Background: an optimization exercise with open tools, aiming at small area, a short achievable clock period and few clock cycles per item. Do not read the settings as production practice. The RTL was checked by simulation tests, not by an equivalence proof against the original design. The flow treats the clock pin as an ideal source. Dropping or thinning the clock tree relies on that and would not hold on a real chip.

==> v16 <==
## des_core
module des_core (
	input  logic                   clk,
	input  logic                   rst_n,
	input  logic                   encipher_en,
	input  logic                   decipher_en,
	input  des_types_pkg::block_t  data,
	input  logic [64-1:0]  key,
	output des_types_pkg::block_t  result,
	output logic                   ready,
	output logic                   done
);
==> module des_core, before the edit <==
module des_core (
	input  logic                   clk,
	input  logic                   rst_n,
	input  logic                   encipher_en,
	input  logic                   decipher_en,
	input  des_types_pkg::block_t  data,
	input  logic [64-1:0]  key,
	output des_types_pkg::block_t  result,
	output logic                   ready,
	output logic                   done
);
	localparam int CW = 28;
	logic       busy;
	logic       decrypt;
	logic [3:0] cnt;
	logic       start;
	logic       last;
	logic       two;
	assign ready = ~busy;
	assign start = ~busy & (encipher_en | decipher_en);
	assign last  = (cnt == 4'd15);
	assign two = ~((cnt == 4'd0) | (cnt == 4'd7) | (cnt == 4'd14));
	always_ff @(posedge clk or negedge rst_n) begin
		if (!rst_n) begin
			busy <= 1'b0;
			done <= 1'b0;
		end else begin
			done <= busy & last;
			if (start)
				busy <= 1'b1;
			else if (last)
				busy <= 1'b0;
		end
	end
	always_ff @(posedge clk) begin
		if (start)
			cnt <= '0;
		else
			cnt <= cnt + 1'b1;
	end
	always_ff @(posedge clk) begin
		if (!busy)
			decrypt <= ~encipher_en;
	end
	logic [2*CW-1:0] cd0;
	logic [CW-1:0]   c_q, d_q;
	logic [CW-1:0]   c_n, d_n;
	logic [2*CW-1:0] cd_q;
	des_types_pkg::subkey_t subkey;
	always_comb begin
		for (int i = 0; i < 2*CW; i++)
			cd0[2*CW-1-i] = key[des_tables_pkg::pc1_tab(i)];
	end
	logic [CW-1:0] c_s, d_s;
	logic          sel_right, sel_two;
	assign sel_right = busy & decrypt;
	assign sel_two   = busy ? two : encipher_en;
	always_comb begin
		if (busy) begin
			c_s = c_q;
			d_s = d_q;
		end else begin
			c_s = {cd0[CW], cd0[2*CW-1:CW+1]};
			d_s = {cd0[0], cd0[CW-1:1]};
		end
		case ({sel_right, sel_two})
			2'b00: begin c_n = {c_s[CW-2:0], c_s[CW-1]};      d_n = {d_s[CW-2:0], d_s[CW-1]};      end
			2'b01: begin c_n = {c_s[CW-3:0], c_s[CW-1:CW-2]}; d_n = {d_s[CW-3:0], d_s[CW-1:CW-2]}; end
			2'b10: begin c_n = {c_s[0], c_s[CW-1:1]};         d_n = {d_s[0], d_s[CW-1:1]};         end
			default: begin c_n = {c_s[1:0], c_s[CW-1:2]};     d_n = {d_s[1:0], d_s[CW-1:2]};       end
		endcase
		cd_q = {c_q, d_q};
		for (int i = 0; i < 48; i++)
			subkey[48-1-i] = cd_q[des_tables_pkg::pc2_tab(i)];
	end
	always_ff @(posedge clk) begin
		c_q <= c_n;
		d_q <= d_n;
	end
	des_types_pkg::block_t    ip_out;
	des_types_pkg::half_t     l_q, r_q;
	des_types_pkg::subkey_t   mixed;
	des_types_pkg::half_t     s_out;
	des_types_pkg::half_t     f_val;
	logic [5:0]               six;
	always_comb begin
		for (int i = 0; i < 64; i++)
			ip_out[64-1-i] = data[des_tables_pkg::ip_tab(i)];
	end
	always_comb begin
		for (int i = 0; i < 48; i++)
			mixed[48-1-i] = r_q[des_tables_pkg::e_tab(i)] ^ subkey[48-1-i];
		for (int b = 0; b < 8; b++) begin
			six = mixed[48-1-6*b -: 6];
			s_out[32-1-4*b -: 4] = des_tables_pkg::sbox_tab(3'(b),
				{six[5], six[0]}, six[4:1]);
		end
		for (int i = 0; i < 32; i++)
			f_val[32-1-i] = s_out[des_tables_pkg::p_tab(i)];
	end
	des_types_pkg::half_t l_sel;
	assign l_sel = busy ? l_q : ip_out[32-1:0];
	always_ff @(posedge clk) begin
		l_q <= busy ? r_q : ip_out[64-1:32];
		r_q <= l_sel ^ (f_val & {32{busy}});
	end
	des_types_pkg::block_t pre_out;
	assign pre_out = {r_q, l_q};
	always_comb begin
		for (int i = 0; i < 64; i++)
			result[64-1-i] = pre_out[des_tables_pkg::fp_tab(i)];
	end
endmodule
==> flow/config.mk <==
export PLATFORM = sky130hd
export DESIGN_NAME = des_core
export DESIGN_NICKNAME = des_core
export VERILOG_FILES = /design/flow/design.v
export SDC_FILE = /design/flow/constraint.sdc
export NUM_CORES = 4
export LEC_CHECK = 0
export ABC_AREA = 1
export ABC_CLOCK_PERIOD_IN_PS = 2000
export CAP_MARGIN = 20
export CORE_MARGIN = 2
export CORE_UTILIZATION = 45
export PLACE_DENSITY = 0.6
export SLEW_MARGIN = 20
==> flow/constraint.sdc <==
create_clock -name core_clock -period 8.0 [get_ports {clk}]
set_input_delay 1.6000 -clock core_clock [delete_from_list [all_inputs] [get_ports {clk}]]
set_output_delay 1.6000 -clock core_clock [all_outputs]
set_load 0.01 [all_outputs]
standard.sh (not shown) runs the stock make flow with config.mk's settings and CLKGATE_MAP_FILE= SYNTH_SCRIPT=/design/flow/synth_recipe.tcl, a recipe that flattens the netlist after the stock synthesis.
==> flow/flow/run.sh <==
#!/bin/bash
# Own layout flow: the standard ORFS flow (standard.sh) run on a copy of
# the ORFS scripts with these changes:
#  - the area ABC script (flow/abc_area.script) runs deeper logic
#    optimisation and area mapping; Yosys's adder extraction is off,
#  - CTS builds a two-level inverter clock tree by hand
#    (flow/manual_cts.tcl) instead of TritonCTS's buffer H-tree: four
#    inv_12 on the clock port, twelve inv_8 leaves, every register
#    behind exactly two inverters,
#  - plain buf_1 cells as the port buffers,
#  - a larger setup margin for timing repair.
# make's output goes to standard.log; ORFS keeps each step's log under orfs/logs.
set -euo pipefail
W=$(pwd)
S="$W/scripts_mod"
rm -rf "$S"
cp -r "$FLOW_HOME/scripts" "$S"
cp "$W/flow/abc_area.script" "$S/abc_area.script"
cp "$W/flow/manual_cts.tcl" "$S/manual_cts.tcl"
python3 - "$S/cts.tcl" <<'PY'
import sys
p = sys.argv[1]
s = open(p).read()
old = 'log_cmd clock_tree_synthesis {*}$cts_args'
assert old in s
s = s.replace(old, 'source $::env(SCRIPTS_DIR)/manual_cts.tcl\n'
    'log_cmd manual_clock_tree clk 4 12 sky130_fd_sc_hd__inv_12 sky130_fd_sc_hd__inv_8\n'
    'set_propagated_clock [all_clocks]')
open(p, 'w').write(s)
PY
bash "$W/standard.sh" "SCRIPTS_DIR=$S" ADDER_MAP_FILE= SETUP_SLACK_MARGIN=5.4 TNS_END_PERCENT=5 \
	"BUFFER_PORTS_ARGS=-buffer_cell sky130_fd_sc_hd__buf_1" finish > "$W/standard.log" 2>&1
==> flow/flow/abc_area.script <==
strash
&get -n
&deepsyn -T 60
&put
dch -f
amap
topo
stime -c
buffer -c
upsize -c
dnsize -c
==> flow/flow/manual_cts.tcl <==
# Two-level clock tree built by hand: the clock port drives N1 buffers, each of
# which drives N2/N1 leaf buffers; each leaf buffer drives one group of
# registers. Groups are formed by position (capacity-limited k-means), and
# every register sees the same number of buffers on its clock path.

proc mct_kmeans { pts k } {
  # pts: list of {id x y}; returns list of group indices (balanced sizes)
  set n [llength $pts]
  set sorted [lsort -integer -index 1 $pts]
  set cents {}
  for {set i 0} {$i < $k} {incr i} {
    set s [lindex $sorted [expr {int(($i + 0.5) * $n / $k)}]]
    lappend cents [list [lindex $s 1] [lindex $s 2]]
  }
  set cap [expr {($n + $k - 1) / $k}]
  for {set iter 0} {$iter < 20} {incr iter} {
    set pairs {}
    set i 0
    foreach p $pts {
      for {set c 0} {$c < $k} {incr c} {
        lassign [lindex $cents $c] cx cy
        lappend pairs [list $i $c [expr {abs([lindex $p 1]-$cx) + abs([lindex $p 2]-$cy)}]]
      }
      incr i
    }
    set pairs [lsort -real -index 2 $pairs]
    set assign [lrepeat $n -1]
    set count [lrepeat $k 0]
    foreach q $pairs {
      lassign $q i c d
      if {[lindex $assign $i] >= 0} continue
      if {[lindex $count $c] >= $cap} continue
      lset assign $i $c
      lset count $c [expr {[lindex $count $c] + 1}]
    }
    set newc {}
    for {set c 0} {$c < $k} {incr c} {
      set sx 0; set sy 0; set m 0
      foreach p $pts a $assign { if {$a == $c} { set sx [expr {$sx + [lindex $p 1]}]; set sy [expr {$sy + [lindex $p 2]}]; incr m } }
      if {$m > 0} { lappend newc [list [expr {$sx / $m}] [expr {$sy / $m}]] } else { lappend newc [lindex $cents $c] }
    }
    set cents $newc
  }
  return [list $assign $cents]
}

proc mct_buffer { block master name x y innet } {
  set inst [odb::dbInst_create $block $master $name]
  $inst setLocation [expr {int($x)}] [expr {int($y)}]
  $inst setPlacementStatus PLACED
  $inst setSourceType TIMING
  set net [odb::dbNet_create $block "${name}_net"]
  $net setSigType CLOCK
  [$inst findITerm A] connect $innet
  set o [$inst findITerm X]; if {$o eq "NULL" || $o eq ""} { set o [$inst findITerm Y] }; $o connect $net
  return $net
}

proc manual_clock_tree { clkname n1 n2 buf1 buf2 } {
  set block [ord::get_db_block]
  set db [ord::get_db]
  set clknet [$block findNet $clkname]
  $clknet setSigType CLOCK
  set sinks {}
  set pts {}
  set i 0
  foreach it [$clknet getITerms] {
    set inst [$it getInst]
    lassign [$inst getLocation] x y
    set m [$inst getMaster]
    set x [expr {$x + [$m getWidth] / 2}]
    set y [expr {$y + [$m getHeight] / 2}]
    lappend sinks $it
    lappend pts [list $i $x $y]
    incr i
  }
  lassign [mct_kmeans $pts $n2] a2 c2
  set lpts {}
  for {set c 0} {$c < $n2} {incr c} { lappend lpts [list $c {*}[lindex $c2 $c]] }
  lassign [mct_kmeans $lpts $n1] a1 c1
  set m1 [$db findMaster $buf1]
  set m2 [$db findMaster $buf2]
  set nets1 {}
  for {set c 0} {$c < $n1} {incr c} {
    lassign [lindex $c1 $c] x y
    lappend nets1 [mct_buffer $block $m1 "clkbuf_l1_$c" $x $y $clknet]
  }
  set nets2 {}
  for {set c 0} {$c < $n2} {incr c} {
    lassign [lindex $c2 $c] x y
    lappend nets2 [mct_buffer $block $m2 "clkbuf_l2_$c" $x $y [lindex $nets1 [lindex $a1 $c]]]
  }
  foreach it $sinks a $a2 {
    $it disconnect
    $it connect [lindex $nets2 $a]
  }
}
==> v32: changes against v16 <==
--- a/flow/design.v
+++ b/flow/design.v
@@ -127,3 +127,2 @@
 	logic       two;
-	assign ready = ~busy;
 	assign start = ~busy & (encipher_en | decipher_en);
@@ -135,15 +134,22 @@
 			done <= 1'b0;
+			cnt  <= '0;
 		end else begin
 			done <= busy & last;
-			if (start)
+			if (start) begin
 				busy <= 1'b1;
-			else if (last)
-				busy <= 1'b0;
+				cnt  <= '0;
+			end else begin
+				cnt <= cnt + 1'b1;
+				if (last)
+					busy <= 1'b0;
+			end
 		end
 	end
-	always_ff @(posedge clk) begin
-		if (start)
-			cnt <= '0;
-		else
-			cnt <= cnt + 1'b1;
+	always_ff @(posedge clk or negedge rst_n) begin
+		if (!rst_n)
+			ready <= 1'b1;
+		else if (start)
+			ready <= 1'b0;
+		else if (last)
+			ready <= 1'b1;
 	end
--- a/flow/flow/run.sh
+++ b/flow/flow/run.sh
@@ -7,3 +7,3 @@
 #    (flow/manual_cts.tcl) instead of TritonCTS's buffer H-tree: four
-#    inv_12 on the clock port, twelve inv_8 leaves, every register
+#    inv_8 on the clock port, twelve inv_6 leaves, every register
 #    behind exactly two inverters,
@@ -26,3 +26,3 @@
 s = s.replace(old, 'source $::env(SCRIPTS_DIR)/manual_cts.tcl\n'
-    'log_cmd manual_clock_tree clk 4 12 sky130_fd_sc_hd__inv_12 sky130_fd_sc_hd__inv_8\n'
+    'log_cmd manual_clock_tree clk 4 12 sky130_fd_sc_hd__inv_8 sky130_fd_sc_hd__inv_6\n'
     'set_propagated_clock [all_clocks]')
@@ -30,3 +30,3 @@
 PY
-bash "$W/standard.sh" "SCRIPTS_DIR=$S" ADDER_MAP_FILE= SETUP_SLACK_MARGIN=5.4 TNS_END_PERCENT=5 \
+bash "$W/standard.sh" "SCRIPTS_DIR=$S" ADDER_MAP_FILE= SETUP_SLACK_MARGIN=5.35 \
 	"BUFFER_PORTS_ARGS=-buffer_cell sky130_fd_sc_hd__buf_1" finish > "$W/standard.log" 2>&1
==> v31: changes against v16 <==
--- a/flow/design.v
+++ b/flow/design.v
@@ -127,3 +127,2 @@
 	logic       two;
-	assign ready = ~busy;
 	assign start = ~busy & (encipher_en | decipher_en);
@@ -135,15 +134,22 @@
 			done <= 1'b0;
+			cnt  <= '0;
 		end else begin
 			done <= busy & last;
-			if (start)
+			if (start) begin
 				busy <= 1'b1;
-			else if (last)
-				busy <= 1'b0;
+				cnt  <= '0;
+			end else begin
+				cnt <= cnt + 1'b1;
+				if (last)
+					busy <= 1'b0;
+			end
 		end
 	end
-	always_ff @(posedge clk) begin
-		if (start)
-			cnt <= '0;
-		else
-			cnt <= cnt + 1'b1;
+	always_ff @(posedge clk or negedge rst_n) begin
+		if (!rst_n)
+			ready <= 1'b1;
+		else if (start)
+			ready <= 1'b0;
+		else if (last)
+			ready <= 1'b1;
 	end
--- a/flow/flow/run.sh
+++ b/flow/flow/run.sh
@@ -7,3 +7,3 @@
 #    (flow/manual_cts.tcl) instead of TritonCTS's buffer H-tree: four
-#    inv_12 on the clock port, twelve inv_8 leaves, every register
+#    inv_8 on the clock port, twelve inv_6 leaves, every register
 #    behind exactly two inverters,
@@ -26,3 +26,3 @@
 s = s.replace(old, 'source $::env(SCRIPTS_DIR)/manual_cts.tcl\n'
-    'log_cmd manual_clock_tree clk 4 12 sky130_fd_sc_hd__inv_12 sky130_fd_sc_hd__inv_8\n'
+    'log_cmd manual_clock_tree clk 4 12 sky130_fd_sc_hd__inv_8 sky130_fd_sc_hd__inv_6\n'
     'set_propagated_clock [all_clocks]')
@@ -30,3 +30,3 @@
 PY
-bash "$W/standard.sh" "SCRIPTS_DIR=$S" ADDER_MAP_FILE= SETUP_SLACK_MARGIN=5.4 TNS_END_PERCENT=5 \
+bash "$W/standard.sh" "SCRIPTS_DIR=$S" ADDER_MAP_FILE= SETUP_SLACK_MARGIN=5.4 \
 	"BUFFER_PORTS_ARGS=-buffer_cell sky130_fd_sc_hd__buf_1" finish > "$W/standard.log" 2>&1
==> v5: changes against v16 <==
--- a/flow/design.v
+++ b/flow/design.v
@@ -127,3 +127,2 @@
 	logic       two;
-	assign ready = ~busy;
 	assign start = ~busy & (encipher_en | decipher_en);
@@ -135,15 +134,22 @@
 			done <= 1'b0;
+			cnt  <= '0;
 		end else begin
 			done <= busy & last;
-			if (start)
+			if (start) begin
 				busy <= 1'b1;
-			else if (last)
-				busy <= 1'b0;
-		end
-	end
-	always_ff @(posedge clk) begin
-		if (start)
-			cnt <= '0;
-		else
-			cnt <= cnt + 1'b1;
+				cnt  <= '0;
+			end else begin
+				cnt <= cnt + 1'b1;
+				if (last)
+					busy <= 1'b0;
+			end
+		end
+	end
+	always_ff @(posedge clk or negedge rst_n) begin
+		if (!rst_n)
+			ready <= 1'b1;
+		else if (start)
+			ready <= 1'b0;
+		else if (last)
+			ready <= 1'b1;
 	end
@@ -209,7 +215,10 @@
 	end
-	des_types_pkg::half_t l_sel;
-	assign l_sel = busy ? l_q : ip_out[32-1:0];
 	always_ff @(posedge clk) begin
-		l_q <= busy ? r_q : ip_out[64-1:32];
-		r_q <= l_sel ^ (f_val & {32{busy}});
+		if (!busy) begin
+			l_q <= ip_out[64-1:32];
+			r_q <= ip_out[32-1:0];
+		end else begin
+			l_q <= r_q;
+			r_q <= l_q ^ f_val;
+		end
 	end
==> flow/flow/run.sh (replaced) <==
#!/bin/bash
# Own layout flow: the standard ORFS flow (standard.sh) with
#  - a copy of the ORFS scripts whose area ABC script (flow/abc_area.script)
#    runs deeper logic optimisation before mapping,
#  - plain buf_1 cells as the port buffers,
#  - a larger setup margin for timing repair.
# make's output goes to standard.log; ORFS keeps each step's log under orfs/logs.
set -euo pipefail
W=$(pwd)
rm -rf "$W/scripts_mod"
cp -r "$FLOW_HOME/scripts" "$W/scripts_mod"
cp "$W/flow/abc_area.script" "$W/scripts_mod/abc_area.script"
bash "$W/standard.sh" "SCRIPTS_DIR=$W/scripts_mod" SETUP_SLACK_MARGIN=5.6 \
	"BUFFER_PORTS_ARGS=-buffer_cell sky130_fd_sc_hd__buf_1" finish > "$W/standard.log" 2>&1
==> flow/flow/abc_area.script (replaced) <==
strash
&get -n
&deepsyn -T 60
&put
dch -f
map -a
topo
dnsize -c
--- a/flow/config.mk
+++ b/flow/config.mk
@@ -8,3 +8,2 @@
 export ABC_AREA = 1
-export ABC_CLOCK_PERIOD_IN_PS = 2000
 export CAP_MARGIN = 20
@@ -13,2 +12,3 @@
 export PLACE_DENSITY = 0.6
+export SETUP_SLACK_MARGIN = 5
 export SLEW_MARGIN = 20
removed: flow/flow/manual_cts.tcl
==> run summary <==
quantity                                                                       v16                        v32                        v31                        v5
Run status                                                          finished clean             finished clean             finished clean            finished clean
Met3 routed wirelength                                                     2800 um                    2990 um                    2280 um                   2240 um
Final layout net count                                                       1,525                      1,648                      1,641                     2,092
Count of state elements after synthesis                                        127                        128                        128                       128
Launching element of the worst setup path                                     busy                encipher_en                encipher_en                     ready
Sequential cells                                                               127                        128                        128                       128
CP required                                                                6.40 ns                    7.99 ns                    7.99 ns                   6.40 ns
Post-synthesis mux area share                                                   0%                         0%                         0%                   0.0997%
Total number of vias                                                        10,046                     10,414                     10,300                    12,263
Delay of the slowest cell on the worst path                                0.55 ns                    0.35 ns                    0.21 ns                   0.54 ns
Slowest library cell on the worst path                    sky130_fd_sc_hd__dfrtp_4  sky130_fd_sc_hd__nand2b_2  sky130_fd_sc_hd__nand2b_4  sky130_fd_sc_hd__dfstp_2
Setup slack of the most critical reg-to-reg path                           5.47 ns                    5.41 ns                    5.54 ns                   5.55 ns
Wire length of the first global-routing pass                             47,200 um                  46,800 um                  46,100 um                 55,100 um
Testbench counts of v16, summed over its fixed seeds: cycles 27,208, items 1,600.
Testbench counts of v32, summed over its fixed seeds: cycles 27,208, items 1,600.
Testbench counts of v31, summed over its fixed seeds: cycles 27,208, items 1,600.
Testbench counts of v5, summed over its fixed seeds: cycles 27,208, items 1,600.
In v16, v32 and v31 the design's own scripts or RTL, not TritonCTS, make the clock network.

-- static timing again, ports no longer ideal --
How much do the figures lean on ideal ports? The routed layouts below were timed once more, with nothing changed but the port constraints. Step 1 (the two cells are an assumption about what drives the block):
set clk [get_ports {clk}]
set_driving_cell -lib_cell sky130_fd_sc_hd__clkbuf_16 $clk
set_driving_cell -lib_cell sky130_fd_sc_hd__buf_2 [delete_from_list [all_inputs] $clk]
Step 2, shift: input delay + t, output delay - t, t = (earliest + latest rising clock arrival at the registers) / 2. This alone moves slack from input paths to output paths. Three values: no drivers, after step 1, after step 2; two values: the first two.
run	shift t [ns]	setup slack, ns	worst setup path at the end	clock arrival spread, ns	worst data-port slew with drivers (ns)
v16	0.271	5.402 / 5.238 / 5.280	input to register	0.019 / 0.021	0.04
v32	0.261	5.301 / 5.411 / 5.151	input to register	0.029 / 0.033	0.06
v31	0.274	5.436 / 5.471 / 5.282	input to register	0.048 / 0.051	0.07
v5	0.474	5.329 / 5.284 / 5.170	input to register	0.009 / 0.009	0.05
After both steps every run listed still meets setup and hold. For v5, which loses most, drivers alone change the setup slack by -0.045 ns; drivers and shift together by -0.159 ns.
